Background: an optimization exercise with open tools, aiming at small area, a short achievable clock period and few clock cycles per item. Do not read the settings as production practice. At most, simulation tests tie the RTL to the original design; equivalence was not proved. Function not checked in runs 5 to 7: the RTL went through the layout flow alone. Power figures rest on the tool's default switching activity, not on a simulated workload.

### design/flow/config.mk
export PLATFORM = sky130hd
export DESIGN_NAME = sha256_msg_sched
export DESIGN_NICKNAME = sha256_msg_sched
export VERILOG_FILES = /design/flow/design.v
export SDC_FILE = /design/flow/constraint.sdc
export NUM_CORES = 4
export LEC_CHECK = 0
export CAP_MARGIN = 20
export CORE_MARGIN = 2
export CORE_UTILIZATION = 40
export SLEW_MARGIN = 20
### design/flow/constraint.sdc
create_clock -name core_clock -period 4.6 [get_ports {clk}]
set_input_delay 0.9200 -clock core_clock [delete_from_list [all_inputs] [get_ports {clk}]]
set_output_delay 0.9200 -clock core_clock [all_outputs]
set_load 0.01 [all_outputs]
### design/flow/design.v
module sha256_msg_sched #(
  parameter int IN_W   = 8,
  parameter int ROUNDS = 64
) (
  input  logic            clk,
  input  logic            rst,
  input  logic            abort,
  input  logic [IN_W-1:0] in_data,
  input  logic            in_valid,
  output logic            in_ready,
  output logic [31:0]     w_data,
  output logic [5:0]      w_idx,
  output logic            w_valid,
  input  logic            w_ready,
  output logic            busy,
  output logic            dbg_state
);
  localparam int         BEATS     = 32 / IN_W;
  localparam logic [1:0] LAST_BEAT = 2'(BEATS - 1);
  localparam logic [5:0] LAST_IDX  = 6'(ROUNDS - 1);
  typedef enum logic {ST_LOAD = 1'b0, ST_EMIT = 1'b1} state_t;
  state_t      r_state;
  state_t      w_state_nxt;
  logic [31:0] r_win [16];
  logic [31:0] r_pack;
  logic [1:0]  r_beat;
  logic [3:0]  r_word;
  logic [5:0]  r_idx;
  logic        w_in_fire;
  logic        w_out_fire;
  logic        w_word_done;
  logic        w_block_done;
  logic        w_shift_en;
  logic [31:0] w_packed;
  logic [31:0] w_new;
  logic [31:0] w_shift_in;
  function automatic logic [31:0] f_sigma0(input logic [31:0] x);
    f_sigma0 = ((x >> 7) | (x << 25)) ^ ((x >> 18) | (x << 14)) ^ (x >> 3);
  endfunction
  function automatic logic [31:0] f_sigma1(input logic [31:0] x);
    f_sigma1 = ((x >> 17) | (x << 15)) ^ ((x >> 19) | (x << 13)) ^ (x >> 10);
  endfunction
  assign in_ready  = (r_state == ST_LOAD);
  assign w_valid   = (r_state == ST_EMIT);
  assign w_data    = r_win[0];
  assign w_idx     = r_idx;
  assign busy      = (r_state == ST_EMIT) | (r_beat != 2'd0) | (r_word != 4'd0);
  assign dbg_state = r_state;
  assign w_in_fire    = in_valid & in_ready;
  assign w_out_fire   = w_valid & w_ready;
  assign w_word_done  = w_in_fire & (r_beat == LAST_BEAT);
  assign w_block_done = w_word_done & (r_word == 4'd15);
  assign w_packed   = (r_pack << IN_W) | 32'(in_data);
  assign w_new      = f_sigma1(r_win[14]) + r_win[9] + f_sigma0(r_win[1]) + r_win[0];
  assign w_shift_en = (w_word_done | w_out_fire) & ~abort;
  assign w_shift_in = in_ready ? w_packed : w_new;
  always_ff @(posedge clk or posedge rst) begin
    if (rst) r_state <= ST_LOAD;
    else     r_state <= w_state_nxt;
  end
  always_comb begin
    w_state_nxt = r_state;
    if (abort) begin
      w_state_nxt = ST_LOAD;
    end else begin
      case (r_state)
        ST_LOAD: if (w_block_done) w_state_nxt = ST_EMIT;
        ST_EMIT: if (w_out_fire && (r_idx == LAST_IDX)) w_state_nxt = ST_LOAD;
        default: w_state_nxt = ST_LOAD;
      endcase
    end
  end
  always_ff @(posedge clk or posedge rst) begin
    if (rst) begin
      for (int i = 0; i < 16; i++) r_win[i] <= 32'd0;
      r_pack <= 32'd0;
      r_beat <= 2'd0;
      r_word <= 4'd0;
      r_idx  <= 6'd0;
    end else if (abort) begin
      r_beat <= 2'd0;
      r_word <= 4'd0;
      r_idx  <= 6'd0;
    end else begin
      if (w_in_fire) begin
        r_pack <= w_packed;
        r_beat <= (r_beat == LAST_BEAT) ? 2'd0 : r_beat + 2'd1;
        if (w_word_done) r_word <= r_word + 4'd1;
      end
      if (w_out_fire) r_idx <= (r_idx == LAST_IDX) ? 6'd0 : r_idx + 6'd1;
      if (w_shift_en) begin
        for (int i = 0; i < 15; i++) r_win[i] <= r_win[i+1];
        r_win[15] <= w_shift_in;
      end
    end
  end
endmodule
### design/flow/run.sh
#!/bin/bash
# synth_recipe.tcl (not shown) runs the flow's synth.tcl, then flattens the netlist and writes it again
# the make line also repeats each setting of config.mk as NAME=value (left out here)
make -C /OpenROAD-flow-scripts/flow DESIGN_CONFIG=/design/flow/config.mk WORK_HOME=/design/flow/orfs CLKGATE_MAP_FILE= SYNTH_SCRIPT=/design/flow/synth_recipe.tcl finish
==> metrics.cfg, run 1 <==
[outcome]
status=finished clean

[synth]
ys_warn_count=2
synth_area_per_cell_sq_um=8.932
synthArstFlopShare_pct=100.0
synth_most_common_cell=nand2_1
synth_cells=2861
synth.largest_area_cell=dfrtp_1
yosys-top-cells-count=nand2_1 (1387), dfrtp_1 (549), inv_1 (147)
synth_area_leaders=dfrtp_1 (54%), nand2_1 (20%), fa_1 (4.9%), xnor2_1 (4.2%), inv_1 (2.2%)
ys_types=69
synth-seq-cells=549
syn-num-nets=2972
synth_edf_count=0
synth_area_sq_mm=0.02555
yosys.area.top_type_share_pct=53.76
synth_ff_type=dfrtp_1
seq_area_frac_synth_pct=53.76

[finish]
final_cells=3722
final_area_sq_mm=0.02890
drive_above_1_share_pct=6.572
multi_input_area_sq_mm=0.01047
n_antenna_cell=0
fin_nets=2943
regArea_sq_mm=0.01374
num-fill-cells=6151
synthToLayoutAreaGrowth_pct=13.08

[detailed_routing]
vias=18067
drt-total-wl_mm=66.39
ant_nets=0
drt-pass1-iter-count=5
vias_per_cell=4.854
route.detailed.drc=0
avgRoutedWirePerCell_um=17.84
drt_iter0_markers=1537

[power_and_ir_drop]
p_clk_share_pct=35.1
p_int_mw=9.472
netSwitchingFraction_pct=31.96
power.share.sequential_pct=40.4
comb_power_share_pct=24.5
powerDensity_mw_per_mm2=481.8
power.leakage_nw=15.21
p_sw_mw=4.449
ir_drop_uv=339.3
power_mw=13.92

[cts]
htree_num_levels=2
cts_sinks=549
cts_hold_buf=0
clock_latency_ns=0.62
post_cts_resized=0
cts_tree=built
cts_buffers=58
root_buffer=clkbuf_16
clkTransAtPathRegs_ns=0.06
clk_path_buf_depth=3
cts_setup_buffers=0

[placement]
portBuffers=54
dp_hpwl_mm=46.50
dp_cells=3618
gp_congestion=0.9192
dpl_cell_area_sq_mm=0.02687

[sta]
worst_pin_slew_ns=0.8980
max_slew_margin_pct=40.13
finalCriticalPeriod_ns=4.301
max_freq_mhz=232.5
final.period_utilization_pct=93.50
rsz0062_at_grt=false
setup_viol=0
slew_viol_final=0
timing.setup.tns_ns=0
hold_viol_final=0
fin_hold_ws_ns=0.4529
finClkSkew_ns=0.02434

[critical_path]
crit_arrival_ns=4.83
timing.critical_path.from=r_win[1][8]
crit_slowest_cell=fa_1
cp-end-kind=register
cpPeakStageDelay_ns=0.46
cp-start-kind=register
critPathMaxFanout=5
timing_worst_setup_path_type=register to register
path_cells=xnor2_1, xnor2_1, fa_1, inv_1, fa_1, inv_1, ha_1, inv_1, fa_1, and2b_1, o2111ai_1, a211oi_2, nor2_1, o21ai_2, nand2_1, mux2_2, a22oi_1
cp.required_ns=5.13
reg2reg_from=r_win[1][8]

[grt]
grt_pass1_vias=18119
antenna_found_initial=0
track_usage_pct=20.68
grt-ovfl-total=0
grt_max_degree=135
grt_pass1_wl_mm=106.2

[die]
die_w_um=256.8
start_util_pct=40.51
core_sq_mm=0.06308
dieArea_sq_mm=0.06592
ios=55
die_h_um=256.8
num_rows=92

[hold_path]
holdCritStartpoint=r_win[12][29]
hp-class=register to register

[flow_run]
drv_cap=0

==> power groups by stage <==
| stage | combinational, mW | sequential [mW] | clock (mW) |
|---|---|---|---|
| after floorplan | 2.53 | 5.51 | 0 |
| after global placement | 3.36 | 5.68 | 0 |
| after detailed placement | 3.37 | 5.70 | 0 |
| after CTS | 3.41 | 5.61 | 5.03 |
| after global routing | 3.80 | 5.66 | 5.25 |
| final | 3.41 | 5.62 | 4.89 |
==> per-layer routing <==
layer	global-route usage [%]	part of all wire (%)	up-vias
li1	-	-	8712
met1	30.41	48	8939
met2	31.94	45	321
met3	2.580	3.9	95
met4	6.411	2.9	0
met5	0	0	-
==> placed cells by master, fill, tap and decap left out, types with 15 or more instances in the layout <==
cell type,n
a21oi_1,57
fa_1,62
buf_12,16
nor2_1,37
buf_4,26
inv_1,146
dfrtp_1,549
clkbuf_16,58
o21ai_0,85
nand4_1,15
clkdlybuf4s50_1,54
clkbuf_8,15
xor2_1,26
mux2_2,25
nand2_1,1387
ha_1,36
xnor2_1,121
==> cell type report <==
class | count | area share, %
Multi-Input combinational cell | 1979 | 36.22
Tap cell | 846 | 3.663
Inverter | 148 | 1.936
Sequential cell | 549 | 47.54
Clock buffer | 82 | 5.854
Timing Repair Buffer | 96 | 3.655
Clock inverter | 22 | 1.126
==> cell families after synthesis <==
kind of cell | count (synthesis) | synth area share [%]
AND/OR/NAND/NOR | 1488 | 22.47
flip-flops | 549 | 53.76
buffers and inverters | 333 | 5.391
AO/OA/AOI/OAI | 210 | 5.171
XOR/XNOR | 148 | 5.073
adder cells (fa/ha/maj) | 98 | 6.620
multiplexers | 35 | 1.513
==> final timing paths <==
path | cells past startpoint | endpoint | slack [ns]
max | 17 | r_win[15][27] | 0.30
min in group asynchronous | 3 | r_win[0][14] | 1.02
max reg2reg | 17 | r_win[15][27] | 0.30
max in group asynchronous | 4 | r_win[14][24] | 2.87
min reg2reg | 2 | r_win[11][29] | 0.45
min | 2 | r_win[11][29] | 0.45
==> stage by stage <==
| stage | setup slack, ns | utilization, % |
|---|---|---|
| after floorplan | -3.790 | - |
| after global placement | 0.2663 | 42.56 |
| after detailed placement | 0.2678 | 42.59 |
| after CTS | 0.2105 | 45.79 |
| after global routing | 0.03492 | 45.81 |
| final | 0.2991 | 45.81 |
==> flip-flops by register name (all words and copies together), names as in the netlist <==
signal   flops
r_idx        6
r_word       4
r_beat       2
r_pack      24
r_state      1
r_win      512
==> worst max-delay path: cells and delay by family (launching register included) <==
family,cells,cell delay (ns)
AOI/OAI and AO/OA,4,0.87
xor gates and xnor gates,2,0.43
and+or+nand+nor,3,0.50
DFF,1,0.44
muxes,1,0.28
buffers and inverters,3,0.26
adders and majority gates,4,1.45
Testbench counts, summed over its fixed seeds: cycles 24,576, blocks 192.
==> run 2, diff against run 1 <==
==> design/flow/design.v (replaced) <==
module sha256_msg_sched #(
  parameter int IN_W   = 8,
  parameter int ROUNDS = 64
) (
  input  logic            clk,
  input  logic            rst,
  input  logic            abort,
  input  logic [IN_W-1:0] in_data,
  input  logic            in_valid,
  output logic            in_ready,
  output logic [31:0]     w_data,
  output logic [5:0]      w_idx,
  output logic            w_valid,
  input  logic            w_ready,
  output logic            busy,
  output logic            dbg_state
);
  logic [31:0] r_win [16];
  logic        r_v;      
  logic        r_ld;     
  logic [5:0]  r_idx;    
  logic [1:0]  r_b;      
  logic        w_in_fire;
  logic        w_out_fire;
  logic        w_shift;
  logic [31:0] w_new;
  function automatic logic [31:0] f_sigma0(input logic [31:0] x);
    f_sigma0 = ((x >> 7) | (x << 25)) ^ ((x >> 18) | (x << 14)) ^ (x >> 3);
  endfunction
  function automatic logic [31:0] f_sigma1(input logic [31:0] x);
    f_sigma1 = ((x >> 17) | (x << 15)) ^ ((x >> 19) | (x << 13)) ^ (x >> 10);
  endfunction
  assign in_ready   = r_ld ? (~r_v | (w_ready & (r_idx[3:0] != 4'd15)))
                           : (w_ready & (r_idx == 6'd63));
  assign w_valid    = r_v;
  assign dbg_state  = r_v;
  assign w_data     = r_win[15];
  assign w_idx      = r_idx;
  assign busy       = ~(r_ld & ~r_v & (r_b == 2'd0) & (r_idx == 6'd0));
  assign w_in_fire  = in_valid & in_ready & ~abort;
  assign w_out_fire = r_v & w_ready & ~abort;
  assign w_shift    = (w_in_fire & (r_b == 2'd0)) |
                      (w_out_fire & (~r_ld | (r_idx[3:0] == 4'd15)));
  assign w_new      = f_sigma1(r_win[14]) + r_win[9] + f_sigma0(r_win[1]) + r_win[0];
  always_ff @(posedge clk or posedge rst) begin
    if (rst) begin
      r_v   <= 1'b0;
      r_ld  <= 1'b1;
      r_idx <= 6'd0;
      r_b   <= 2'd0;
    end else if (abort) begin
      r_v   <= 1'b0;
      r_ld  <= 1'b1;
      r_idx <= 6'd0;
      r_b   <= 2'd0;
    end else begin
      if (w_in_fire) begin
        r_b <= r_b + 2'd1;
        if (r_b == 2'd3) r_v <= 1'b1;
      end
      if (w_out_fire) begin
        r_idx <= r_idx + 6'd1;
        if (r_ld) begin
          if (r_idx[3:0] == 4'd15) r_ld <= 1'b0;
          else                     r_v  <= 1'b0;
        end else if (r_idx == 6'd63) begin
          r_ld <= 1'b1;
          r_v  <= 1'b0;
        end
      end
    end
  end
  always_ff @(posedge clk) begin
    if (w_shift)
      for (int i = 0; i < 15; i++) r_win[i] <= r_win[i+1];
    if (w_in_fire)    r_win[15] <= {r_win[15][23:0], in_data};
    else if (w_shift) r_win[15] <= w_new;
  end
endmodule
--- a/design/flow/config.mk
+++ b/design/flow/config.mk
@@ -8,4 +8,5 @@
 export CAP_MARGIN = 20
 export CORE_MARGIN = 2
-export CORE_UTILIZATION = 40
+export CORE_UTILIZATION = 55
+export SETUP_SLACK_MARGIN = 1.5
 export SLEW_MARGIN = 20
==> run 2 against run 1 <==
  * Still clean on timing, DRC and antenna
  * Sequential share of layout area grew 15 points
  * First-iteration DRC count is 29% lower
  * Sequential power up 9.4%
  * Largest power group is now combinational cells
==> metrics.cfg, run 2 <==
[finish]
regMostFlops=r_win
synthToLayoutAreaGrowth_pct=21.02
drive_above_1_share_pct=19.82  ; +13 points
final_cell_mix=edfxtp_1 (512), inv_1 (142), xnor2_1 (80)
final_common_cell=edfxtp_1
largest_reg_flops=512  ; unchanged
final_cells=1924  ; -48%
top_regs=r_win x512, r_idx x6, r_b x2
fin_nets=1485  ; -50%
n_antenna_cell=0  ; unchanged

[critical_path]
cpPeakStageDelay_ns=0.54  ; +0.08 ns
critPathMaxFanout=7  ; +2
path_buf_inv=4  ; +1
cp.required_ns=4.92  ; -0.21 ns
crit_arrival_ns=4.57  ; -0.26 ns
cp-end-kind=register
cp-start-kind=register
path_cells=buf_4, xnor2_1, xnor2_1, fa_1, inv_1, fa_1, inv_1, ha_2, and3_2, a21o_1, a311oi_4, buf_4, a21oi_4, o31ai_4, xnor2_1, a21oi_1
crit_top_cell=xnor2_1
crit_family=adder cells
crit_slowest_cell=edfxtp_1
reg2reg_depth=16  ; -1
timing_worst_setup_path_type=register to register
cp.depth=16  ; -1

[cts]
clock_latency_ns=0.60  ; -0.02 ns
root_buffer=clkbuf_16
cts_buffers=50  ; -14%
clk_path_buf_depth=3  ; unchanged
cts_sinks=522  ; -4.9%
cts_tree=built
clkTransAtPathRegs_ns=0.06  ; about the same
htree_num_levels=2  ; unchanged

[synth]
ys_types=59  ; -14%
syn-num-nets=1320  ; -56%
seq_area_frac_synth_pct=75.14  ; +21 points
yosys.area.top_type_share_pct=73.93  ; +20 points
synth_most_common_cell=edfxtp_1
synthArstFlopShare_pct=1.916  ; -98 points
synth_cells=1210  ; -58%
synth_area_leaders=edfxtp_1 (74%), fa_1 (6.0%), xnor2_1 (5.1%), inv_1 (2.7%), ha_1 (2.1%)
ys_warn_count=2  ; unchanged
synth.largest_area_cell=edfxtp_1
synth_ff_type=edfxtp_1
synth_edf_count=512  ; +512
yosys-top-cells-count=edfxtp_1 (512), inv_1 (149), xnor2_1 (122)
synth-seq-cells=522  ; -4.9%
synth_area_per_cell_sq_um=17.19  ; +92%
synth_area_sq_mm=0.02080  ; -19%

[die]
die_h_um=198.5  ; -23%
core_sq_mm=0.03749  ; -41%
die_w_um=198.5  ; -23%
num_rows=71  ; -23%
start_util_pct=55.47  ; +15 points
ios=55  ; unchanged
dieArea_sq_mm=0.03938  ; -40%

[placement]
gp_congestion=0.8971  ; -2.4%
portBuffers=54  ; unchanged
dp_hpwl_mm=29.17  ; -37%
dp_cells=1775  ; -51%
pre_cts_ws_ns=0.2245  ; -0.04332 ns

[sta]
max_freq_mhz=235.2  ; +1.1%
hold_viol_final=0  ; unchanged
max_slew_margin_pct=45.81  ; +5.7 points
worst_pin_slew_ns=0.8129  ; -0.08514 ns
fin_hold_ws_ns=0.4105  ; -0.04248 ns
final.setup.worst_slack_ns=0.3479  ; +0.04879 ns
finClkSkew_ns=0.02136  ; -0.002977 ns
finalCriticalPeriod_ns=4.252  ; -0.04879 ns
final.period_utilization_pct=92.44  ; -1.1 points
slew_viol_final=0  ; unchanged
setup_viol=0  ; unchanged
rsz0062_at_grt=true

[hold_path]
hp-class=register to register
holdPathStages=0  ; -2

[grt]
grt_pass1_wl_mm=63.14  ; -41%
antenna_found_initial=1  ; +1
grt_max_degree=150  ; +11%
track_usage_pct=22.66  ; +2.0 points
grt_pass1_vias=9965  ; -45%
grt-ovfl-total=0  ; unchanged

[power_and_ir_drop]
ir_drop_uv=500.9  ; +48%
power.leakage_nw=9.065  ; -40%
powerDensity_mw_per_mm2=677.1  ; +41%

[outcome]
status=finished clean

[detailed_routing]
vias_per_cell=5.265  ; +8.5%
avgRoutedWirePerCell_um=22.48  ; +26%
drt-pass1-iter-count=5  ; unchanged
vias=10130  ; -44%
drt-total-wl_mm=43.26  ; -35%
ant_nets=0  ; unchanged
drt_iter0_markers=1095  ; -29%
route.detailed.drc=0  ; unchanged

[flow_run]
drv_cap=0  ; unchanged

==> run 2: worst paths after layout <==
check | endpoint | from | slack [ns]
max reg2reg | r_win[15][31] | r_win[1][20] | 0.35
max | r_win[15][31] | r_win[1][20] | 0.35
min | r_win[10][18] | r_win[11][18] | 0.41
min reg2reg | r_win[10][18] | r_win[11][18] | 0.41
max in group asynchronous | r_ld | rst | 3.67
min in group asynchronous | r_idx[2] | rst | 0.60
==> run 2: final cells by class <==
class                      instances  area, sq um
timing repair buffer             131         1249
inverter                         149        559.3
multi-input combinational        521         5394
clock buffer                      65         1328
tap                              511        639.4
sequential                       522        15630
fill                            2629        12320
clock inverter                    25        370.4
==> run 2: report_power, final <==
part / total [mW] / internal [mW] / switching [mW]
Clock: 4.22 / 2.50 / 1.72
Combinational: 6.67 / 3.01 / 3.67
Sequential: 6.15 / 5.85 / 0.300
Total: 17.0 / 11.4 / 5.69
==> run 2: cell families (layout without fill, tap and decap cells) <==
family / Yosys count / count (layout) / share of synthesized area [%]
mux: 5 / 5 / 0.2407
xor+xnor: 149 / 149 / 6.275
buf+inv: 167 / 370 / 3.129
compound gates: 129 / 129 / 4.073
simple gates: 141 / 141 / 3.068
fa+ha+maj: 97 / 97 / 8.074
flops: 522 / 522 / 75.14
==> run 2: metal layers <==
layer	routed length [um]	GRT usage (%)	vias to the layer above
met2	19260	32.40	341
li1	-	-	4621
met3	2565	3.815	61
met1	20450	35.73	5105
met4	967	7.407	2
met5	16	0	-
==> run 2: metrics by stage <==
step	power, mW	instance area [sq um]	util (%)	TNS [ns]
floorplan	9.746	20940	-	-2533.65
global placement	11.26	22250	59.35	0
detailed placement	11.26	22250	59.35	0
CTS	16.32	24680	65.82	0
global route	17.86	25170	67.13	0
finish	17.04	25170	67.13	0
==> run 2: repair_timing <==
item,4_1_cts,5_1_grt
hold buffers,0,0
endpoints found under the setup margin,31,32
pin swaps,25,43
setup buffers,39,20
resized for setup,77,60
hold endpoints to repair,0,0
==> run 2: worst register-to-register path, delay by kind of cell (launching register included) <==
| kind | cells | cell delay [ns] |
|---|---|---|
| flops | 1 | 0.54 |
| compound gates | 5 | 0.81 |
| simple gates | 1 | 0.27 |
| buf+inv | 4 | 0.60 |
| xor+xnor | 3 | 0.53 |
| fa+ha+maj | 3 | 1.24 |
Testbench counts of run 2, summed over its fixed seeds: cycles 21,512, blocks 192.
==> run 3, diff against run 2 <==
--- a/design/flow/config.mk
+++ b/design/flow/config.mk
@@ -6,7 +6,7 @@
 export NUM_CORES = 4
 export LEC_CHECK = 0
+export ABC_CLOCK_PERIOD_IN_PS = 2500
 export CAP_MARGIN = 20
 export CORE_MARGIN = 2
 export CORE_UTILIZATION = 55
-export SETUP_SLACK_MARGIN = 1.5
 export SLEW_MARGIN = 20
==> run 3 against run 2 <==
  * Routed wire length is 5.2% lower
  * Utilization is 3.2 points lower
  * Critical path depth is 2 higher
  * Via count is 4.6% lower
  * Combinational power is 22% lower
  * First-iteration DRC count is 23% lower
  * Final area is 4.8% lower
  * Clock-buffer cell count is 6 lower
  * Sequential power hardly changed
  * Worst setup slack worse by 0.23 ns
==> metrics.cfg, run 3 <==
[grt]
grt-ovfl-total=0  ; unchanged
grt_max_degree=158  ; +5.3%
track_usage_pct=21.79  ; -0.86 points
grt_pass1_wl_mm=60.84  ; -3.6%
antenna_found_initial=1  ; unchanged
grt_pass1_vias=9642  ; -3.2%

[sta]
fin_hold_ws_ns=0.4040  ; -0.006496 ns
rsz0062_at_grt=true
worst_pin_slew_ns=0.9166  ; +0.1038 ns
finalCriticalPeriod_ns=4.479  ; +0.2269 ns
max_slew_margin_pct=38.89  ; -6.9 points
slew_viol_final=0  ; unchanged
hold_viol_final=0  ; unchanged
final.period_utilization_pct=97.37  ; +4.9 points
max_freq_mhz=223.3  ; -5.1%
timing.setup.tns_ns=0  ; unchanged
finClkSkew_ns=0.02012  ; -0.001241 ns
setup_viol=0  ; unchanged
final.setup.worst_slack_ns=0.1211  ; -0.2269 ns

[hold_path]
holdPathStages=0  ; unchanged
hp-class=register to register

[synth]
synth_most_common_cell=edfxtp_1
synth_edf_count=512  ; unchanged
synthArstFlopShare_pct=1.916  ; unchanged
seq_area_frac_synth_pct=75.14  ; unchanged
ys_types=59  ; unchanged
synth_area_sq_mm=0.02080  ; unchanged
yosys.area.top_type_share_pct=73.93  ; unchanged
ys_warn_count=2  ; unchanged
synth_area_per_cell_sq_um=17.19  ; unchanged
syn-num-nets=1320  ; unchanged
yosys-top-cells-count=edfxtp_1 (512), inv_1 (149), xnor2_1 (122)
synth-seq-cells=522  ; unchanged
synth_cells=1210  ; unchanged
synth.largest_area_cell=edfxtp_1
synth_ff_type=edfxtp_1
synth_area_leaders=edfxtp_1 (74%), fa_1 (6.0%), xnor2_1 (5.1%), inv_1 (2.7%), ha_1 (2.1%)

[cts]
clk_path_buf_depth=3  ; unchanged
root_buffer=clkbuf_16
clock_latency_ns=0.60  ; about the same
cts_buffers=51  ; +2.0%
cts_tree=built
htree_num_levels=2  ; unchanged
clkTransAtPathRegs_ns=0.06  ; about the same
cts_sinks=522  ; unchanged

[critical_path]
crit_family=adder cells
cp-start-kind=register
path_cells=buf_4, xnor2_1, xnor2_1, fa_1, inv_1, fa_1, inv_1, ha_1, a21o_1, a21oi_2, o21ai_4, buf_4, a311oi_4, a21oi_4, buf_4, buf_4, nor3_2, o31ai_1
critPathMaxFanout=5  ; -2
crit_arrival_ns=4.80  ; +0.23 ns
path_buf_inv=6  ; +2
timing_worst_setup_path_type=register to register
crit_top_cell=buf_4
crit_slowest_cell=fa_1
reg2reg_depth=18  ; +2
cpPeakStageDelay_ns=0.57  ; +0.03 ns
cp.depth=18  ; +2
cp.required_ns=4.92  ; about the same
cp-end-kind=register

[finish]
drive_above_1_share_pct=10.86  ; -9.0 points
final_area_sq_mm=0.02396  ; -4.8%
largest_reg_flops=512  ; unchanged
final_cell_mix=edfxtp_1 (512), inv_1 (149), xnor2_1 (116)
final_cells=1883  ; -2.1%
fin_nets=1439  ; -3.1%
synthToLayoutAreaGrowth_pct=15.20
utilization_pct=63.91  ; -3.2 points
final_common_cell=edfxtp_1
regMostFlops=r_win
n_antenna_cell=0  ; unchanged
top_regs=r_win x512, r_idx x6, r_b x2

[detailed_routing]
ant_nets=0  ; unchanged
route.detailed.drc=0  ; unchanged
vias_per_cell=5.132  ; -2.5%
vias=9663  ; -4.6%
avgRoutedWirePerCell_um=21.78  ; -3.1%
drt-total-wl_mm=41.02  ; -5.2%
drt-pass1-iter-count=5  ; unchanged
drt_iter0_markers=843  ; -23%

[placement]
pre_cts_ws_ns=-0.02347  ; -0.2479 ns
dpl_cell_area_sq_mm=0.02212  ; -0.58%
gp_congestion=0.9205  ; +2.6%
dp_cells=1774  ; -0.056%
dp_hpwl_mm=28.87  ; -1.0%
portBuffers=54  ; unchanged

[outcome]
status=finished clean

[die]
dieArea_sq_mm=0.03938  ; unchanged
die_h_um=198.5  ; unchanged
ios=55  ; unchanged
core_sq_mm=0.03749  ; unchanged
die_w_um=198.5  ; unchanged
start_util_pct=55.47  ; unchanged
num_rows=71  ; unchanged

[flow_run]
drv_cap=0  ; unchanged

[power_and_ir_drop]
power_mw=15.34  ; -10%
powerDensity_mw_per_mm2=640.1  ; -5.5%
power.leakage_nw=8.542  ; -5.8%
ir_drop_uv=472.1  ; -5.8%

[run 3: final cells by class]
type	instances	area [sq um]
well taps	511	639.4
repair buffers	84	828.3
clock buffers	59	1328
fillers	2790	13530
flip-flops and latches	522	15630
clock inverters	37	286.5
multi-input cells	521	4690
inverters	149	559.3
[run 3: final timing paths]
kind                               startpoint             to  slack [ns]
worst max-delay path            r_win[14][23]  r_win[15][27]        0.12
worst min register to register    r_win[6][7]    r_win[5][7]        0.40
worst max register to register  r_win[14][23]  r_win[15][27]        0.12
max in group asynchronous                 rst           r_ld        3.66
worst min-delay path              r_win[6][7]    r_win[5][7]        0.40
min in group asynchronous                 rst       r_idx[2]        0.62
[run 3: where the power goes]
group	switching (mW)	total, mW	internal (mW)
Sequential	0.321	6.17	5.85
Clock	1.74	3.99	2.25
Combinational	3.03	5.18	2.15
Total	5.09	15.3	10.2
[run 3: timing repair]
item	CTS	global route
pin swaps	0	13
buffers inserted	0	13
hold buffers	0	0
resized for setup	1	21
setup endpoints to repair	2	7
[run 3: kinds of logic after synthesis]
| kind of cell | Yosys count | synth area share [%] |
|---|---|---|
| AO/OA/AOI/OAI | 129 | 4.073 |
| XOR/XNOR | 149 | 6.275 |
| adder cells (fa/ha/maj) | 97 | 8.074 |
| buffers and inverters | 167 | 3.129 |
| flip-flops | 522 | 75.14 |
| multiplexers | 5 | 0.2407 |
| AND/OR/NAND/NOR | 141 | 3.068 |
[run 3: metal layers]
layer  GRT usage (%)  vias to the layer above  share of wire [%]
met2           31.11                      278                 44
met1           33.67                     4795                 48
met4           7.629                        0                2.6
met3           4.357                       55                5.7
met5               0                        -                  0
li1                -                     4535                  -
==> run 4, diff against run 3 <==
--- a/design/flow/config.mk
+++ b/design/flow/config.mk
@@ -6,7 +6,6 @@
 export NUM_CORES = 4
 export LEC_CHECK = 0
-export ABC_CLOCK_PERIOD_IN_PS = 2500
 export CAP_MARGIN = 20
 export CORE_MARGIN = 2
-export CORE_UTILIZATION = 55
+export CORE_UTILIZATION = 40
 export SLEW_MARGIN = 20
==> run 4 against run 3 <==
  * Total power increased by 2.6%
  * Synthesized cell count did not move
  * Global-route usage decreased by 5.5 points
  * Final area rose by 1.7%
  * Utilization shrank 17 points
  * Critical endpoint unchanged
  * Largest cell class unchanged
  * Largest power group unchanged
==> metrics.cfg, run 4 <==
[sta]
fin_hold_ws_ns=0.4072  ; +0.003248 ns
timing.setup.tns_ns=0  ; unchanged
final.period_utilization_pct=96.36  ; -1.0 points
hold_viol_final=0  ; unchanged
setup_viol=0  ; unchanged
finClkSkew_ns=0.02243  ; +0.002308 ns
worst_pin_slew_ns=0.7590  ; -0.1576 ns
max_slew_margin_pct=49.34  ; +10 points
max_freq_mhz=225.6  ; +1.1%
slew_viol_final=0  ; unchanged
finalCriticalPeriod_ns=4.432  ; -0.04658 ns
rsz0062_at_grt=false

[grt]
grt_pass1_vias=10132  ; +5.1%
track_usage_pct=16.29  ; -5.5 points
antenna_found_initial=0  ; -1
grt_pass1_wl_mm=63.68  ; +4.7%
grt-ovfl-total=0  ; unchanged
grt_max_degree=106  ; -33%

[power_and_ir_drop]
power.share.sequential_pct=39.4  ; -0.8 points
powerDensity_mw_per_mm2=645.7  ; +0.88%
p_sw_mw=5.133  ; +0.80%
p_clk_share_pct=28.3  ; +2.3 points
power.leakage_nw=8.639  ; +1.1%
p_int_mw=10.60  ; +3.4%
power_mw=15.73  ; +2.6%
ir_drop_uv=409.7  ; -13%
netSwitchingFraction_pct=32.64  ; -0.57 points
comb_power_share_pct=32.3  ; -1.5 points

[detailed_routing]
drt-met1-wl_mm=19.39  ; -1.9%
dr_wl_met2_mm=19.19  ; +7.4%
top_layer=met4
avgRoutedWirePerCell_um=20.62  ; -5.3%
drt_iter0_markers=1053  ; +25%
route.detailed.drc=0  ; unchanged
drt-pass1-iter-count=6  ; +1
vias=9992  ; +3.4%
drt-total-wl_mm=42.52  ; +3.7%
met3_length_mm=2.868  ; +24%
vias_per_cell=4.846  ; -5.6%
ant_nets=0  ; unchanged

[critical_path]
cp-end-kind=register
path_cells=xnor2_1, xnor2_1, fa_1, inv_1, fa_1, inv_1, ha_1, and3_2, a21o_1, a311oi_4, a21oi_2, o21a_1, o31ai_1
critPathMaxFanout=8  ; +3
reg2reg_depth=13  ; -5
path_buf_inv=2  ; -4
cp.required_ns=4.97  ; +0.05 ns
cp.depth=13  ; -5
crit_arrival_ns=4.80  ; about the same
timing_worst_setup_path_type=register to register
cp-start-kind=register
crit_family=adder cells
crit_slowest_cell=fa_1
cpPeakStageDelay_ns=0.63  ; +0.06 ns

[finish]
largest_reg_flops=512  ; unchanged
fin_nets=1447  ; +0.56%
drive_above_1_share_pct=10.56  ; -0.30 points
synthToLayoutAreaGrowth_pct=17.13
num-fill-cells=4369  ; +57%
multi_input_area_sq_mm=0.004596  ; -2.0%
regMostFlops=r_win
regArea_sq_mm=0.01563  ; unchanged
final_area_sq_mm=0.02436  ; +1.7%
final_cell_mix=edfxtp_1 (512), inv_1 (149), xnor2_1 (119)
utilization_pct=47.38  ; -17 points
final_common_cell=edfxtp_1
top_regs=r_win x512, r_idx x6, r_b x2
n_antenna_cell=0  ; unchanged

[cts]
clk_path_buf_depth=3  ; unchanged
cts_sinks=522  ; unchanged
cts_tree=built
clkTransAtPathRegs_ns=0.06  ; about the same
clock_latency_ns=0.61  ; about the same
htree_num_levels=2  ; unchanged
cts_buffers=54  ; +5.9%
root_buffer=clkbuf_16

[hold_path]
holdPathStages=0  ; unchanged
hp-class=register to register

[die]
die_w_um=232.0  ; +17%
core_sq_mm=0.05141  ; +37%
ios=55  ; unchanged
start_util_pct=40.46  ; -15 points
num_rows=83  ; +17%
die_h_um=232.0  ; +17%
dieArea_sq_mm=0.05383  ; +37%

[synth]
synth_area_sq_mm=0.02080  ; unchanged
synth_ff_type=edfxtp_1
yosys.area.top_type_share_pct=73.93  ; unchanged
synth_most_common_cell=edfxtp_1
synth_edf_count=512  ; unchanged
synth.largest_area_cell=edfxtp_1
seq_area_frac_synth_pct=75.14  ; unchanged
ys_warn_count=2  ; unchanged
syn-num-nets=1320  ; unchanged
synthArstFlopShare_pct=1.916  ; unchanged
ys_types=59  ; unchanged
yosys-top-cells-count=edfxtp_1 (512), inv_1 (149), xnor2_1 (122)
synth_area_leaders=edfxtp_1 (74%), fa_1 (6.0%), xnor2_1 (5.1%), inv_1 (2.7%), ha_1 (2.1%)
synth_area_per_cell_sq_um=17.19  ; unchanged
synth_cells=1210  ; unchanged
synth-seq-cells=522  ; unchanged

[placement]
dp_hpwl_mm=29.69  ; +2.8%
dpl_cell_area_sq_mm=0.02241  ; +1.3%
portBuffers=54  ; unchanged
gp_congestion=0.9056  ; -1.6%

[outcome]
status=finished clean

[flow_run]
drv_cap=0  ; unchanged

## run 4: power groups by stage
stage	Combinational, mW	Sequential, mW	Clock (mW)
2_1_floorplan	3.31	6.24	0
3_3_place_gp	4.88	6.29	0
3_5_place_dp	4.86	6.29	0
4_1_cts	4.93	6.20	4.59
5_1_grt	5.62	6.23	4.77
6_report	5.09	6.19	4.45
## run 4: final timing paths
path	start	endpoint	slack [ns]
max reg2reg	r_win[14][29]	r_win[15][27]	0.17
min in group asynchronous	rst	r_idx[2]	0.61
min	r_win[10][2]	r_win[9][2]	0.41
max	r_win[14][29]	r_win[15][27]	0.17
min reg2reg	r_win[10][2]	r_win[9][2]	0.41
max in group asynchronous	rst	r_ld	3.67
## run 4: layout make-up
type	instances	area share [%]
Inverter	149	2.296
Multi-Input combinational cell	521	18.87
Clock buffer	61	5.655
Sequential cell	522	64.16
Clock inverter	40	1.926
Timing Repair Buffer	89	3.606
Tap cell	680	3.493
## run 4: through the flow
stage	setup WS (ns)	instances
after global routing	0.01120	2062
final	0.1676	2062
after detailed placement	0.1440	1952
after CTS	0.1140	2053
after floorplan	-5.278	1210
after global placement	0.1407	1952
## run 4: metal layers
layer  up-vias  GRT usage, %
li1       4561             -
met1      5028         23.75
met2       328         24.52
met3        75         3.671
met4         0         4.748
met5         -             0
## run 4: kinds of logic after synthesis
kind of cell	count (synthesis)	share of synthesized area, %
xor gates and xnor gates	149	6.275
buffers and inverters	167	3.129
muxes	5	0.2407
AOI/OAI and AO/OA	129	4.073
adders and majority gates	97	8.074
and+or+nand+nor	141	3.068
DFF	522	75.14
## run 4: repair_timing
| action | 4_1_cts | 5_1_grt |
|---|---|---|
| setup buffers | 0 | 9 |
| endpoints found under the setup margin | 0 | 6 |
| hold endpoints to repair | 0 | 0 |
| hold buffers | 0 | 0 |
| gates resized for setup | 0 | 4 |
==> run 5, diff against run 4 <==
--- a/design/flow/design.v
+++ b/design/flow/design.v
@@ -25,4 +25,5 @@
   logic        w_shift;
   logic [31:0] w_new;
+  logic [31:0] r_p, r_q;
   function automatic logic [31:0] f_sigma0(input logic [31:0] x);
     f_sigma0 = ((x >> 7) | (x << 25)) ^ ((x >> 18) | (x << 14)) ^ (x >> 3);
@@ -42,5 +43,5 @@
   assign w_shift    = (w_in_fire & (r_b == 2'd0)) |
                       (w_out_fire & (~r_ld | (r_idx[3:0] == 4'd15)));
-  assign w_new      = f_sigma1(r_win[14]) + r_win[9] + f_sigma0(r_win[1]) + r_win[0];
+  assign w_new      = f_sigma1(r_win[14]) + r_p;
   always_ff @(posedge clk or posedge rst) begin
     if (rst) begin
@@ -72,4 +73,8 @@
   end
   always_ff @(posedge clk) begin
+    if (w_shift) begin
+      r_p <= r_q + r_win[10];
+      r_q <= f_sigma0(r_win[3]) + r_win[2];
+    end
     if (w_shift)
       for (int i = 0; i < 15; i++) r_win[i] <= r_win[i+1];
--- a/design/flow/config.mk
+++ b/design/flow/config.mk
@@ -8,4 +8,5 @@
 export CAP_MARGIN = 20
 export CORE_MARGIN = 2
-export CORE_UTILIZATION = 40
+export CORE_UTILIZATION = 55
+export SETUP_SLACK_MARGIN = 1.2
 export SLEW_MARGIN = 20
==> run 5 against run 4 <==
  * Routed wire length increased by 1.9%
  * Via count increased by 16%
  * Register-to-register slack improved by 1.1 ns
  * Total power decreased by 23%
  * Global-route usage increased by 5.1 points
  * Critical path depth increased by 1
  * Clock skew decreased by 0.0063 ns
  * Sequential cell count unchanged
  * Still clean on timing, DRC and antenna
  * Clock-buffer cell count unchanged
  * Non-clock buffer count increased by 20
  * Highest routed layer unchanged
  * First-iteration DRC count decreased by 30%
  * Clock power decreased by 5.2%
==> metrics.cfg, run 5 <==
[outcome]
status=finished clean

[sta]
max_slew_margin_pct=30.24  ; -19 points
hold_viol_final=0  ; unchanged
rsz0062_at_grt=true
finalCriticalPeriod_ns=3.331  ; -1.101 ns
max_freq_mhz=300.2  ; +33%
setup_viol=0  ; unchanged
worst_pin_slew_ns=1.044  ; +0.2851 ns
slew_viol_final=0  ; unchanged
finClkSkew_ns=0.01615  ; -0.006278 ns
final.period_utilization_pct=72.42  ; -24 points

[die]
ios=55  ; unchanged
die_h_um=203.3  ; -12%
die_w_um=203.3  ; -12%
core_sq_mm=0.03946  ; -23%
dieArea_sq_mm=0.04135  ; -23%
start_util_pct=55.39  ; +15 points
num_rows=73  ; -12%

[critical_path]
crit_arrival_ns=3.66  ; -1.14 ns
cp-start-kind=register
crit_top_cell=xnor2_1
timing_worst_setup_path_type=register to register
cp-end-kind=register
crit_slowest_cell=edfxtp_1
path_cells=xnor2_1, xnor2_1, ha_2, inv_1, fa_1, nor2b_1, o2111ai_1, a311o_1, nand2_2, o21ba_4, nand3_1, a21oi_2, xnor2_1, o21ai_0
cp.required_ns=4.92  ; -0.05 ns
cpPeakStageDelay_ns=0.45  ; -0.18 ns
critPathMaxFanout=5  ; -3

[detailed_routing]
vias=11604  ; +16%
drt-total-wl_mm=43.32  ; +1.9%
route.detailed.drc=0  ; unchanged
ant_nets=0  ; unchanged
vias_per_cell=5.458  ; +13%
avgRoutedWirePerCell_um=20.38  ; -1.2%
drt-pass1-iter-count=7  ; +1
drt_iter0_markers=739  ; -30%

[synth]
synth_area_sq_mm=0.02186  ; +5.1%
ys_warn_count=2  ; unchanged
synth.largest_area_cell=edfxtp_1
yosys-top-cells-count=edfxtp_1 (512), xnor2_1 (164), ha_1 (99)
synth_cells=1413  ; +17%
synthArstFlopShare_pct=1.916  ; unchanged
synth-seq-cells=522  ; unchanged
syn-num-nets=1528  ; +16%
ys_types=52  ; -12%
seq_area_frac_synth_pct=71.50  ; -3.6 points
synth_area_leaders=edfxtp_1 (70%), xnor2_1 (6.6%), ha_1 (5.7%), a21oi_1 (2.2%), o21ai_0 (1.9%)
synth_edf_count=512  ; unchanged
synth_ff_type=edfxtp_1
yosys.area.top_type_share_pct=70.35  ; -3.6 points
synth_most_common_cell=edfxtp_1
synth_area_per_cell_sq_um=15.47  ; -10%

[finish]
final_common_cell=edfxtp_1
fin_nets=1673  ; +16%
n_antenna_cell=0  ; unchanged
regMostFlops=r_win
drive_above_1_share_pct=12.68  ; +2.1 points
top_regs=r_win x448, r_p x32, r_q x32
final_area_sq_mm=0.02550  ; +4.7%
synthToLayoutAreaGrowth_pct=16.66
final_cells=2126  ; +3.1%
largest_reg_flops=448  ; -13%
final_cell_mix=edfxtp_1 (512), xnor2_1 (156), ha_1 (92)
utilization_pct=64.62  ; +17 points

[power_and_ir_drop]
p_int_mw=8.932  ; -16%
power.share.sequential_pct=48.7  ; +9.3 points
power.leakage_nw=8.936  ; +3.4%
netSwitchingFraction_pct=25.92  ; -6.7 points
powerDensity_mw_per_mm2=472.8  ; -27%
ir_drop_uv=330.0  ; -19%
comb_power_share_pct=16.3  ; -16 points
p_clk_share_pct=35.0  ; +6.7 points
p_sw_mw=3.124  ; -39%

[grt]
antenna_found_initial=0  ; unchanged
grt_max_degree=71  ; -33%
grt_pass1_wl_mm=65.92  ; +3.5%
track_usage_pct=21.37  ; +5.1 points
grt-ovfl-total=0  ; unchanged
grt_pass1_vias=11274  ; +11%

[placement]
portBuffers=54  ; unchanged
dpl_cell_area_sq_mm=0.02325  ; +3.8%
dp_hpwl_mm=29.78  ; +0.30%
dp_cells=1989  ; +1.9%
gp_congestion=0.8960  ; -1.1%

[cts]
cts_tree=built
htree_num_levels=2  ; unchanged
cts_buffers=53  ; -1.9%
clock_latency_ns=0.59  ; -0.02 ns
clkTransAtPathRegs_ns=0.06  ; about the same
cts_sinks=522  ; unchanged
clk_path_buf_depth=3  ; unchanged
root_buffer=clkbuf_16

[flow_run]
drv_cap=0  ; unchanged

[hold_path]
hp-class=register to register

[run 5: cell count changes after synthesis, moves of 12 or more]
cell / before / now
xnor2_1: 122 / 164
o21ai_0: 20 / 84
xor2_1: 27 / 46
fa_1: 62 / 3
inv_1: 149 / 29
ha_1: 35 / 99
clkbuf_1: 6 / 18
a21o_1: 15 / 36
a21oi_1: 46 / 97
nand2_1: 55 / 95
[run 5: stage by stage]
step / setup TNS [ns] / hold slack (ns) / power [mW] / setup WS (ns)
6_report: 0 / 0.4095 / 12.06 / 1.269
5_1_grt: 0 / 0.4194 / 12.59 / 1.180
4_1_cts: 0 / 0.4064 / 12.09 / 1.174
3_5_place_dp: 0 / 0.4045 / 7.790 / 0.7555
3_3_place_gp: 0 / 0.4006 / 7.808 / 0.8141
2_1_floorplan: -2499.72 / 0.4003 / 7.261 / -5.208
[run 5: logic make-up after synthesis]
family	share of synthesized area, %
adder cells (fa/ha/maj)	5.942
AO/OA/AOI/OAI	8.364
flip-flops	71.50
multiplexers	0.05152
XOR/XNOR	8.415
AND/OR/NAND/NOR	4.889
buffers and inverters	0.8415
[run 5: path summary, 6_finish.rpt]
check	from	slack (ns)	cells after the start	endpoint
worst max-delay path	r_win[14][19]	1.27	14	r_win[15][30]
worst min-delay path	r_win[9][15]	0.41	0	r_win[8][15]
worst max register to register	r_win[14][19]	1.27	14	r_win[15][30]
worst min register to register	r_win[9][15]	0.41	0	r_win[8][15]
max in group asynchronous	rst	3.66	2	r_ld
min in group asynchronous	rst	0.62	2	r_v
[run 5: layout make-up]
class                           instances  area (sq um)
Sequential cell                       522         15630
Fill cell                            2903         13960
Multi-Input combinational cell        843          6330
Clock buffer                           61          1439
Timing Repair Buffer                  109          1041
Tap cell                              525         656.9
Clock inverter                         37         294.0
Inverter                               29         108.9
[run 5: what timing repair did]
action / 4_1_cts / 5_1_grt
setup endpoints to repair: 27 / 29
pin swaps: 5 / 16
gates resized for setup: 24 / 29
hold buffers: 0 / 0
buffers inserted: 5 / 34
hold endpoints to repair: 0 / 0
[run 5: critical path, delay by kind of cell, from the launching register on]
family	cells	cell delay (ns)
DFF	1	0.45
AOI/OAI and AO/OA	5	0.94
buffers and inverters	1	0.05
adders and majority gates	2	0.63
and+or+nand+nor	3	0.39
xor gates and xnor gates	3	0.60
[run 5: power by group through the flow]
stage	clock, mW	combinational (mW)	sequential (mW)
floorplan	0	1.30	5.96
global placement	0	1.84	5.97
detailed placement	0	1.82	5.97
CTS	4.32	1.89	5.88
global route	4.51	2.18	5.90
finish	4.22	1.97	5.87
[run 5: metal layers]
metal	vias to the layer above	track usage (%)	routed length [um]
li1	5638	-	-
met1	5611	31.12	20450
met2	286	33.23	19870
met3	69	2.988	1804
met4	0	7.716	1197
met5	-	0	0
==> run 6, diff against run 5 <==
--- a/design/flow/config.mk
+++ b/design/flow/config.mk
@@ -9,4 +9,3 @@
 export CORE_MARGIN = 2
 export CORE_UTILIZATION = 55
-export SETUP_SLACK_MARGIN = 1.2
 export SLEW_MARGIN = 20
==> run 6 against run 5 <==
  * Area after synthesis unchanged
  * Highest routed layer unchanged
  * Critical path depth down 2
  * Still clean
  * Global-route usage down 0.099 points
  * Largest cell class unchanged
  * Sequential power about the same
  * Combinational power down 6%
  * Via count down 1.6%
  * Register-to-register slack worse by 0.52 ns
==> metrics.cfg, run 6 <==
[cts]
post_cts_resized=0  ; -100%
cts_setup_buffers=0  ; -5
cts_sinks=522  ; unchanged
htree_num_levels=2  ; unchanged
cts_hold_buf=0  ; unchanged
clock_latency_ns=0.59  ; about the same
root_buffer=clkbuf_16
clkTransAtPathRegs_ns=0.06  ; about the same
cts_buffers=53  ; unchanged
cts_tree=built
clk_path_buf_depth=3  ; unchanged

[grt]
antenna_found_initial=0  ; unchanged
grt-ovfl-total=0  ; unchanged
grt_pass1_wl_mm=65.67  ; -0.38%
track_usage_pct=21.27  ; -0.099 points
grt_pass1_vias=11227  ; -0.42%
grt_max_degree=71  ; unchanged

[finish]
n_antenna_cell=0  ; unchanged
fin_nets=1634  ; -2.3%
regMostFlops=r_win
synthToLayoutAreaGrowth_pct=14.32
drive_above_1_share_pct=8.131  ; -4.5 points
num-fill-cells=2940  ; +1.3%
top_regs=r_win x448, r_p x32, r_q x32
final_common_cell=edfxtp_1
regArea_sq_mm=0.01563  ; unchanged
final_cell_mix=edfxtp_1 (512), xnor2_1 (164), ha_1 (98)
multi_input_area_sq_mm=0.006111  ; -3.5%
largest_reg_flops=448  ; unchanged

[die]
core_sq_mm=0.03946  ; unchanged
die_h_um=203.3  ; unchanged
ios=55  ; unchanged
num_rows=73  ; unchanged
start_util_pct=55.39  ; unchanged
dieArea_sq_mm=0.04135  ; unchanged
die_w_um=203.3  ; unchanged

[detailed_routing]
dr_wl_met2_mm=19.55  ; -1.6%
drt-total-wl_mm=42.77  ; -1.3%
avgRoutedWirePerCell_um=20.49  ; +0.57%
ant_nets=0  ; unchanged
top_layer=met4
vias_per_cell=5.471  ; +0.23%
route.detailed.drc=0  ; unchanged
vias=11417  ; -1.6%
met3_length_mm=1.534  ; -15%
drt-pass1-iter-count=7  ; unchanged
drt-met1-wl_mm=20.46  ; about the same
drt_iter0_markers=794  ; +7.4%

[synth]
ys_types=52  ; unchanged
synth_edf_count=512  ; unchanged
synth_most_common_cell=edfxtp_1
ys_warn_count=2  ; unchanged
synth_cells=1413  ; unchanged
synth_ff_type=edfxtp_1
synth-seq-cells=522  ; unchanged
synth_area_per_cell_sq_um=15.47  ; unchanged
synth.largest_area_cell=edfxtp_1
syn-num-nets=1528  ; unchanged
synth_area_leaders=edfxtp_1 (70%), xnor2_1 (6.6%), ha_1 (5.7%), a21oi_1 (2.2%), o21ai_0 (1.9%)
yosys-top-cells-count=edfxtp_1 (512), xnor2_1 (164), ha_1 (99)
synthArstFlopShare_pct=1.916  ; unchanged
yosys.area.top_type_share_pct=70.35  ; unchanged
seq_area_frac_synth_pct=71.50  ; unchanged
synth_area_sq_mm=0.02186  ; unchanged

[sta]
finClkSkew_ns=0.01804  ; +0.001889 ns
rsz0062_at_grt=false
worst_pin_slew_ns=1.042  ; -0.002515 ns
final.setup.worst_slack_ns=0.7474  ; -0.5212 ns
setup_viol=0  ; unchanged
slew_viol_final=0  ; unchanged
final.period_utilization_pct=83.75  ; +11 points
fin_hold_ws_ns=0.4077  ; -0.001837 ns
finalCriticalPeriod_ns=3.853  ; +0.5212 ns
hold_viol_final=0  ; unchanged
max_slew_margin_pct=30.40  ; +0.17 points
max_freq_mhz=259.6  ; -14%

[placement]
dp_hpwl_mm=29.78  ; unchanged
pre_cts_ws_ns=0.7555  ; unchanged
portBuffers=54  ; unchanged
gp_congestion=0.8960  ; unchanged

[critical_path]
cp-end-kind=register
cp.required_ns=4.93  ; about the same
timing_worst_setup_path_type=register to register
timing.critical_path.from=r_win[14][20]
regToRegSetupSlack_ns=0.75  ; -0.52 ns
reg2reg_depth=12  ; -2
r2r-end=r_win[15][31]
cp-start-kind=register
critPathMaxFanout=4  ; -1
reg2reg_from=r_win[14][20]
crit_arrival_ns=4.18  ; +0.52 ns
crit_end=r_win[15][31]

[flow_run]
drv_cap=0  ; unchanged

[power_and_ir_drop]
powerDensity_mw_per_mm2=478.0  ; +1.1%
ir_drop_uv=326.3  ; -1.1%
power.leakage_nw=8.671  ; -3.0%

[hold_path]
hp-class=register to register

[outcome]
status=finished clean

[run 6: layout make-up]
cell class                 count  share of cell area [%]
timing repair buffer          70                   2.995
tap                          525                   2.629
clock inverter                37                   1.177
sequential                   522                   62.55
multi-input combinational    843                   24.46
inverter                      29                  0.4357
clock buffer                  61                   5.759
[run 6: cells by family after synthesis]
group	Yosys count	synth area share, %
xor+xnor	210	8.415
flops	522	71.50
buf+inv	48	0.8415
fa+ha+maj	102	5.942
mux	1	0.05152
compound gates	300	8.364
simple gates	230	4.889
[run 6: where the power goes]
group	switching, mW	total [mW]	internal [mW]
sequential	0.201	5.87	5.67
clock	1.79	4.22	2.42
combinational	1.08	1.86	0.771
[run 6: worst max-delay path, stage by stage, from the launching register on]
cell and delay, ns:
edfxtp_1 0.46, xnor2_1 0.18, xnor2_1 0.38, ha_1 0.33, a211oi_1 0.27, nor2_1 0.12
a31oi_1 0.32, nand3_1 0.21, a211oi_1 0.56, o31ai_1 0.25, a31oi_1 0.27, xnor2_1 0.15
o21ai_0 0.09
[run 6: routing by layer]
metal / up-vias / GRT usage [%]
met5: - / 0
met3: 69 / 2.988
met2: 250 / 32.87
met4: 0 / 7.795
met1: 5535 / 31.10
li1: 5563 / -
[run 6: how the worst min path moves through the flow]
stage                       start             to  slack, ns  depth (start not counted)
detailed placement  r_win[11][23]  r_win[10][23]       0.40                          0
CTS                  r_win[9][15]   r_win[8][15]       0.41                          0
floorplan            r_win[11][0]   r_win[10][0]       0.40                          0
global placement    r_win[11][17]  r_win[10][17]       0.40                          0
global route          r_win[9][3]    r_win[8][3]       0.42                          0
finish               r_win[9][15]   r_win[8][15]       0.41                          0
[run 6: stage by stage]
step	setup TNS, ns	area, sq um	cells	total power [mW]	util, %
2_1_floorplan	-2499.72	21900	1413	7.261	-
3_3_place_gp	0	23250	1989	7.808	58.93
3_5_place_dp	0	23250	1989	7.790	58.93
4_1_cts	0	24990	2087	12.06	63.32
5_1_grt	0	24990	2087	12.47	63.32
6_report	0	24990	2087	11.94	63.32
==> run 7, diff against run 6 <==
==> design/flow/design.v (replaced) <==
module sha256_msg_sched #(
  parameter int IN_W   = 8,
  parameter int ROUNDS = 64
) (
  input  logic            clk,
  input  logic            rst,
  input  logic            abort,
  input  logic [IN_W-1:0] in_data,
  input  logic            in_valid,
  output logic            in_ready,
  output logic [31:0]     w_data,
  output logic [5:0]      w_idx,
  output logic            w_valid,
  input  logic            w_ready,
  output logic            busy,
  output logic            dbg_state
);
  logic [31:0] r_win [16];
  logic [31:0] r_s1, r_q, r_p;
  logic [31:0] r_out;    
  logic [23:0] r_pk;     
  logic [1:0]  r_b;      
  logic        r_v;      
  logic        r_wp;     
  logic [5:0]  r_idxn;   
  logic [3:0]  r_ph;     
  logic        r_nrdy;   
  logic        r_busy;
  logic [5:0]  r_idx;
  logic [5:0]  w_nxt;
  logic        w_ld;
  logic [3:0]  w_d;
  logic        w_wr_now;
  logic        w_in_fire;
  logic        w_cmpl;
  logic        w_take;
  logic        w_comp;
  logic [31:0] w_word;
  logic [31:0] w_new;
  logic [1:0]  n_b;
  logic        n_v, n_wp;
  logic [5:0]  n_idx;
  logic [3:0]  n_ph;
  logic [3:0]  n_d;
  logic        n_rdy;
  function automatic logic [31:0] f_sigma0(input logic [31:0] x);
    f_sigma0 = ((x >> 7) | (x << 25)) ^ ((x >> 18) | (x << 14)) ^ (x >> 3);
  endfunction
  function automatic logic [31:0] f_sigma1(input logic [31:0] x);
    f_sigma1 = ((x >> 17) | (x << 15)) ^ ((x >> 19) | (x << 13)) ^ (x >> 10);
  endfunction
  assign r_idx      = ~r_idxn;
  assign w_nxt      = r_idx + 6'd1;
  assign w_ld       = (w_nxt[5:4] == 2'd0);           
  assign w_d        = r_idx[3:0] - r_ph;              
  assign w_wr_now   = r_wp & (w_d[1:0] == 2'd0);
  assign in_ready   = ~r_nrdy;
  assign w_valid    = r_v;
  assign dbg_state  = r_v;
  assign w_data     = r_out;
  assign w_idx      = r_idx;
  assign busy       = r_busy;
  assign w_in_fire  = in_valid & ~r_nrdy & ~abort;
  assign w_cmpl     = w_in_fire & (r_b == 2'd3);
  assign w_take     = r_v & w_ready & ~abort;
  assign w_comp     = ~w_ld & ~r_wp & (r_ph == w_nxt[3:0]) & (~r_v | w_ready) & ~abort;
  assign w_word     = {r_pk, in_data};
  assign w_new      = r_s1 + r_p;
  always_comb begin
    n_b   = r_b;
    n_v   = r_v;
    n_wp  = r_wp;
    n_idx = r_idx;
    n_ph  = r_ph + 4'd1;
    if (abort) begin
      n_b   = 2'd0;
      n_v   = 1'b0;
      n_wp  = 1'b0;
      n_idx = 6'd63;
    end else begin
      if (w_in_fire) n_b = r_b + 2'd1;
      if (w_take) n_v = 1'b0;
      if (w_wr_now) n_wp = 1'b0;
      if (w_cmpl) begin
        n_v   = 1'b1;
        n_wp  = 1'b1;
        n_idx = w_nxt;
        if (w_nxt == 6'd0) n_ph = 4'd3;
      end
      if (w_comp) begin
        n_v   = 1'b1;
        n_idx = w_nxt;
      end
    end
    n_d   = n_idx[3:0] - n_ph;
    n_rdy = (n_b != 2'd3) |
            (((n_idx == 6'd63) | ((n_idx[5:4] == 2'd0) & (n_idx[3:0] != 4'd15))) &
             ~n_v & (~n_wp | (n_d[1:0] == 2'd0)));
  end
  always_ff @(posedge clk or posedge rst) begin
    if (rst) begin
      r_b    <= 2'd0;
      r_v    <= 1'b0;
      r_wp   <= 1'b0;
      r_idxn <= 6'd0;
      r_nrdy <= 1'b0;
      r_busy <= 1'b0;
    end else begin
      r_b    <= n_b;
      r_v    <= n_v;
      r_wp   <= n_wp;
      r_idxn <= ~n_idx;
      r_nrdy <= ~n_rdy;
      r_busy <= (n_b != 2'd0) | n_v | (n_idx != 6'd63);
    end
  end
  always_ff @(posedge clk) begin
    r_ph <= n_ph;
    if (w_in_fire && r_b != 2'd3) r_pk <= {r_pk[15:0], in_data};
    if (w_cmpl)      r_out <= w_word;
    else if (w_comp) r_out <= w_new;
    for (int i = 0; i < 15; i++) r_win[i] <= r_win[i+1];
    if (r_wp && w_d == 4'd4)  r_win[3]  <= r_out;
    if (r_wp && w_d == 4'd8)  r_win[7]  <= r_out;
    if (r_wp && w_d == 4'd12) r_win[11] <= r_out;
    if (w_comp)                      r_win[15] <= w_new;
    else if (r_wp && w_d == 4'd0)    r_win[15] <= r_out;
    else                             r_win[15] <= r_win[0];
    r_s1 <= f_sigma1(r_win[15]);
    r_q  <= f_sigma0(r_win[3]) + r_win[2];
    r_p  <= r_q + r_win[10];
  end
endmodule
--- a/design/flow/config.mk
+++ b/design/flow/config.mk
@@ -9,3 +9,4 @@
 export CORE_MARGIN = 2
 export CORE_UTILIZATION = 55
+export SETUP_SLACK_MARGIN = 1.5
 export SLEW_MARGIN = 20
==> run 7 against run 6 <==
  * Combinational power is 76% higher
  * Cell count rose by 23%
  * Clock power grew 36%
  * Total power rose by 36%
  * Highest routed layer unchanged
==> metrics.cfg, run 7 <==
[grt]
grt_max_degree=65  ; -8.5%
grt-ovfl-total=0  ; unchanged
grt_pass1_wl_mm=85.67  ; +30%
antenna_found_initial=10  ; +10
grt_pass1_vias=13754  ; +23%
track_usage_pct=26.62  ; +5.4 points

[synth]
synthArstFlopShare_pct=1.765  ; -0.15 points
synth-xor-area-share_pct=7.902  ; -0.51 points
seq_area_frac_synth_pct=62.39  ; -9.1 points
synth-simple-area-share_pct=6.433  ; +1.5 points
ys_warn_count=2  ; unchanged
synth_area_sq_mm=0.02282  ; +4.4%
ys_types=73  ; +40%
synth_area_per_cell_sq_um=12.32  ; -20%
synthAdderAreaFrac_pct=5.692  ; -0.25 points
muxShareOfSynthArea_pct=6.592  ; +6.5 points
yosys.area.top_type_share_pct=53.70  ; -17 points
synth_edf_count=56  ; -89%
synth_top_family_by_area=compound AO/OA/AOI/OAI gates
synth_ff_type=dfxtp_1
synth_cells=1852  ; +31%
synth_compound_area_share_pct=9.613  ; +1.2 points
synth-seq-cells=680  ; +30%
yosys-top-cells-count=dfxtp_1 (612), xnor2_1 (159), mux2_2 (126)
synth_area_leaders=dfxtp_1 (54%), edfxtp_1 (7.4%), mux2_2 (6.2%), xnor2_1 (6.1%), ha_1 (5.4%)
synth_most_common_cell=dfxtp_1
syn-num-nets=1967  ; +29%
synth.largest_area_cell=dfxtp_1

[power_and_ir_drop]
ir_drop_uv=419.0  ; +28%
powerDensity_mw_per_mm2=602.8  ; +26%
power.leakage_nw=11.53  ; +33%

[critical_path]
path_cells=xnor2_4, xnor2_2, ha_1, a211oi_2, nor2_2, o31a_1, a311o_1, a41oi_2, o21ai_2, a221oi_2, nor2_1, a211o_1
cp-start-kind=register
reg2reg_depth=12  ; unchanged
crit_family=compound AO/OA/AOI/OAI gates
critPathMaxFanout=4  ; unchanged
cpPeakStageDelay_ns=0.41  ; -0.15 ns
crit_slowest_cell=a311o_1
cp-end-kind=register
crit_arrival_ns=3.67  ; -0.51 ns
r2r-end=r_q[31]
timing_worst_setup_path_type=register to register
regToRegSetupSlack_ns=1.40  ; +0.65 ns
cp.required_ns=5.07  ; +0.14 ns
reg2reg_from=r_win[3][8]
path_buf_inv=0  ; unchanged

[die]
ios=55  ; unchanged
die_w_um=207.7  ; +2.1%
num_rows=74  ; +1.4%
core_sq_mm=0.04092  ; +3.7%
start_util_pct=55.75  ; +0.36 points
dieArea_sq_mm=0.04313  ; +4.3%
die_h_um=207.7  ; +2.1%

[sta]
timing.setup.tns_ns=0  ; unchanged
setup_viol=0  ; unchanged
max_slew_margin_pct=54.88  ; +24 points
worst_pin_slew_ns=0.6753  ; -0.3663 ns
slew_viol_final=0  ; unchanged
hold_viol_final=0  ; unchanged
rsz0062_at_grt=true
final.period_utilization_pct=69.58  ; -14 points
finClkSkew_ns=0.01624  ; -0.001806 ns
max_freq_mhz=312.4  ; +20%
fin_hold_ws_ns=0.3145  ; -0.09318 ns
finalCriticalPeriod_ns=3.201  ; -0.6520 ns

[placement]
portBuffers=54  ; unchanged
gp_congestion=0.9476  ; +5.8%
dp_hpwl_mm=42.61  ; +43%

[finish]
final_common_cell=dfxtp_1
drive_above_1_share_pct=17.53  ; +9.4 points
synthToLayoutAreaGrowth_pct=18.30
regMostFlops=r_win
utilization_pct=65.95  ; +2.6 points
final_cell_mix=dfxtp_1 (601), xnor2_1 (152), mux2_2 (126)
largest_reg_flops=512  ; +14%
fin_nets=2099  ; +28%

[cts]
root_buffer=clkbuf_16
cts_buffers=68  ; +28%
clkTransAtPathRegs_ns=0.06  ; about the same
cts_sinks=680  ; +30%
clk_path_buf_depth=3  ; unchanged
clock_latency_ns=0.59  ; about the same
htree_num_levels=3  ; +1
cts_tree=built

[flow_run]
drv_cap=0  ; unchanged

[detailed_routing]
avgRoutedWirePerCell_um=22.41  ; +9.4%
drt_iter0_markers=898  ; +13%
drt-total-wl_mm=57.59  ; +35%
route.detailed.drc=0  ; unchanged
vias_per_cell=5.435  ; -0.64%
vias=13969  ; +22%
drt-pass1-iter-count=5  ; -2
ant_nets=0  ; unchanged

[hold_path]
holdCritStartpoint=r_win[11][14]
worstHoldEndpoint=r_win[10][14]
hp-class=register to register
holdPathStages=0  ; unchanged

[outcome]
status=finished clean

-- run 7: through the flow --
stage	std cells	total power [mW]	worst slack, ns	area (sq um)
after detailed placement	2414	10.44	0.8793	24030
after CTS	2555	16.25	1.423	26740
final	2570	16.27	1.399	26990
after global routing	2569	16.97	1.260	26990
after floorplan	1852	9.439	1.505	22840
after global placement	2414	10.43	0.8499	24020
-- run 7: where the power goes --
group / switching, mW / internal, mW
registers: 0.474 / 6.79
logic: 1.91 / 1.38
clock network: 2.26 / 3.47
total: 4.64 / 11.6
-- run 7: worst reg2reg max path: cells and delay by family (launching register included) --
family                   cells  cell delay, ns
AO/OA/AOI/OAI                7            1.91
flip-flops                   1            0.37
XOR/XNOR                     2            0.36
adder cells (fa/ha/maj)      1            0.29
AND/OR/NAND/NOR              2            0.15
-- run 7: timing repair --
action,CTS,global route
resized for setup,52,32
setup endpoints to repair,42,106
hold buffers,0,0
setup buffers,18,14
pin swaps,27,22
-- run 7: final cells by class --
type / instances / area, sq um
Inverter: 45 / 168.9
Antenna cell: 1 / 2.502
Sequential cell: 680 / 14260
Tap cell: 532 / 665.6
Multi-Input combinational cell: 1091 / 8611
Clock buffer: 103 / 2143
Clock inverter: 20 / 250.2
Timing Repair Buffer: 98 / 890.9
Fill cell: 3138 / 13930
-- run 7: worst max path at each step --
stage	from	to	slack [ns]	depth (start not counted)
after CTS	r_win[3][8]	r_q[31]	1.42	12
after global placement	r_win[3][8]	r_q[31]	0.85	12
final	r_win[3][8]	r_q[31]	1.40	12
after floorplan	r_win[3][3]	r_q[30]	1.51	13
after detailed placement	r_win[3][8]	r_q[31]	0.88	12
after global routing	r_win[3][8]	r_q[31]	1.26	12
-- run 7: kinds of logic after synthesis --
kind of cell,Yosys count
buffers and inverters,81
AO/OA/AOI/OAI,344
XOR/XNOR,205
adder cells (fa/ha/maj),102
multiplexers,134
flip-flops,680
AND/OR/NAND/NOR,306
-- run 7: layer usage --
layer	global-route usage [%]	wire (um)	vias to the layer above
met5	0	0	-
met1	37.89	27240	6800
met3	3.419	2512	93
li1	-	-	6717
met4	7.777	1508	0
met2	42.74	26330	359

-- separate check: timing with driven ports --
How much do the figures lean on ideal ports? The routed layouts below were timed once more, with nothing changed but the port constraints. Step 1, drivers: a clkbuf_16 drives clk and a buf_2 each remaining input, both assumed. Step 2 times the ports against the registers' clock, not the clock port: input delays grow and output delays shrink by t, the midpoint of the rising clock arrivals with the driver on. Three values: no drivers, after step 1, after step 2; two values: the first two.
run | t, ns | setup WS [ns] | hold WS [ns] | worst setup path at the end | latest minus earliest clock arrival (ns)
run 1 | 0.669 | 0.299 / 0.299 / 0.299 | 0.453 / 0.453 / 0.453 | register to register | 0.027 / 0.028
run 2 | 0.649 | 0.348 / 0.348 / 0.348 | 0.410 / 0.410 / 0.410 | register to register | 0.022 / 0.022
run 3 | 0.645 | 0.121 / 0.121 / 0.121 | 0.404 / 0.404 / 0.404 | register to register | 0.023 / 0.023
run 4 | 0.651 | 0.168 / 0.168 / 0.168 | 0.407 / 0.407 / 0.407 | register to register | 0.024 / 0.024
run 5 | 0.637 | 1.269 / 1.269 / 1.047 | 0.410 / 0.410 / 0.410 | input to register | 0.017 / 0.017
run 6 | 0.631 | 0.747 / 0.747 / 0.747 | 0.408 / 0.408 / 0.408 | register to register | 0.018 / 0.018
run 7 | 0.639 | 1.399 / 1.399 / 1.092 | 0.315 / 0.315 / 0.315 | input to register | 0.017 / 0.017
After both steps every run listed still meets setup and hold. For run 7, which loses most, drivers alone change the setup slack by 0.000 ns; drivers and shift together by -0.307 ns.
